Context: an optimization exercise on an open-source flow, tuned for small area and a short achievable clock period. The choices shown serve that exercise and are no tape-out recipe.
Function was checked by simulation only, so behaviour that the tests miss may differ from the original.
Power is estimated from default activity; no workload was simulated.

Setup of garnet:
==> flow/design.v (excerpt) <==
module wallaceMulTop (
	input  logic        clk,
	input  logic        arstN,
	input  logic        reqValid,
	input  logic [15:0] reqOpA,
	input  logic [15:0] reqOpB,
	output logic        respValid,
	output logic [31:0] respProduct
);
Size in the first run: about 940 cells after synthesis, roughly 210 flip-flops, about 0.011 mm² of cells after synthesis.
export LEC_CHECK = 0
export ABC_CLOCK_PERIOD_IN_PS = 2500
export CAP_MARGIN = 20
export CORE_MARGIN = 2
export CORE_UTILIZATION = 60
export SETUP_SLACK_MARGIN = 2.1
export SLEW_MARGIN = 20
export SYNTH_HIERARCHICAL = 1
create_clock -name core_clock -period 4.3 [get_ports {clk}]
standard.sh (not shown) runs the stock make flow with config.mk's settings and CLKGATE_MAP_FILE= SYNTH_SCRIPT=/design/flow/synth_recipe.tcl, a recipe that flattens the netlist after the stock synthesis.
==> flow/flow/run.sh <==
#!/bin/bash
# The standard layout (standard.sh, unchanged synthesis) with two changes:
# the port buffers are plain buf_2 cells instead of the delay buffers that
# buffer_ports picks by default, and the clock tree is built from clkbuf_8 cells without dummy loads.
set -euo pipefail
export BUFFER_PORTS_ARGS="-buffer_cell sky130_fd_sc_hd__buf_2"
export CTS_ARGS="-sink_clustering_enable -repair_clock_nets -buf_list sky130_fd_sc_hd__clkbuf_8 -dont_use_dummy_load -sink_clustering_size 14 -sink_clustering_max_diameter 100"
bash standard.sh > standard.log 2>&1
Edits applied to the flow inputs when going from garnet to ember:
- a change of CORE_UTILIZATION from 60 to 70
==> summary.txt <==
Across garnet and ember, the outcome is the same: a clean finish for every run.
s2_q[30]$_DFF_P_ as the worst setup path endpoint was reported by ember, and s2_q[23]$_DFF_P_ by garnet.
ember ended with less minimum setup slack in the final design than garnet.
Final critical delay including setup and external delays in ember vs garnet: up 0.064 ns
On maximum achievable frequency, garnet beats ember.
### ember -> violet
- CORE_UTILIZATION now 60, was 70
- SETUP_SLACK_MARGIN now 1.9, was 2.1
Notes after the runs:
Between violet and ember, the difference in sequential logic power is negligible.
violet against ember: final weighted congestion of routability-driven global placement -about 2.3%; share of the clock period used by the worst path +1.3 points.
Detailed-route wire length per cell (violet over ember): decrease, 2.6%

---

Another version of the RTL of wallaceMulTop (not shown whole).
Size in the first run: roughly 920 cells after synthesis, about 0.011 sq mm of cells after synthesis.
Settings: LEC_CHECK=0, ABC_CLOCK_PERIOD_IN_PS=2500, CAP_MARGIN=20, CORE_MARGIN=2, CORE_UTILIZATION=60, SETUP_SLACK_MARGIN=2.1, SLEW_MARGIN=20, SYNTH_HIERARCHICAL=1; clock period 4.3 ns.
Scripts as last shown in full above: flow/flow/run.sh
Change:
--- a/flow/flow/run.sh
+++ b/flow/flow/run.sh
@@ -6,3 +6,3 @@
 export BUFFER_PORTS_ARGS="-buffer_cell sky130_fd_sc_hd__buf_2"
-export CTS_ARGS="-sink_clustering_enable -repair_clock_nets -buf_list sky130_fd_sc_hd__clkbuf_8 -dont_use_dummy_load -sink_clustering_size 14 -sink_clustering_max_diameter 100"
+export CTS_ARGS="-sink_clustering_enable -repair_clock_nets -buf_list sky130_fd_sc_hd__clkbuf_4 -dont_use_dummy_load -sink_clustering_size 8 -sink_clustering_max_diameter 50"
 bash standard.sh > standard.log 2>&1
- PLACE_DENSITY: unset -> 0.75
- first-iteration DRC count grows by about 35%
- sequential cell count does not change
- setup slack got worse by 0.0032 ns
- final area shrinks by 0.66%
- hold slack improved by 0.20 ns
- global-route usage shrinks by 1.3 points
- critical path depth stays the same
- wire length shrinks by 5.5%
- power shrinks by about 3%
- register-to-register slack stays flat
- clock skew grows by 0.0094 ns
Change:
- GPL_ROUTABILITY_DRIVEN: unset -> 0
- PLACE_DENSITY: 0.75 -> unset
The changed run produced a clean layout.
Wire length rises by 4.8%.
Die area is unchanged.
Utilization went up by 0.12 points.
Clock power rises by 7.4%.
Change:
- GPL_ROUTABILITY_DRIVEN: 0 -> unset
The new run finished with timing, DRC and antenna clean.
Power goes down by 0.44%.
Worst setup slack gets better by 0.028 ns.
Non-clock buffer count climbs by 7.

port drivers added, routing unchanged:
The flow's constraints put no driver on any port. The routed layouts listed below were extracted and timed again, unchanged, in two steps.
Step 1 assumes that a clkbuf_16 drives the clock port and a buf_2 every other input.
Step 2, shift: input delay + t, output delay - t, t = (earliest + latest rising clock arrival at the registers) / 2. This alone moves slack from input paths to output paths.
Slacks: no drivers / after step 1 / after step 2; pairs: no drivers / after step 1.
run | t (ns) | slack for setup (ns) | worst setup path after step 2
garnet | 0.540 | 2.054 / 2.054 / 1.651 | input to register
ember | 0.547 | 1.990 / 1.990 / 1.614 | input to register
violet | 0.551 | 1.933 / 1.933 / 1.495 | input to register
the first run of note 2 | 0.544 | 2.059 / 2.059 / 1.668 | input to register
the second run of note 2 | 0.673 | 2.056 / 2.056 / 1.444 | input to register
the third run of note 2 | 0.615 | 2.030 / 2.030 / 1.579 | input to register
the fourth run of note 2 | 0.685 | 2.058 / 2.058 / 1.542 | input to register
After both steps every run listed still meets setup and hold. The setup slack of the second run of note 2, which loses most, moves by 0.000 ns with the drivers and by -0.612 ns with both steps.
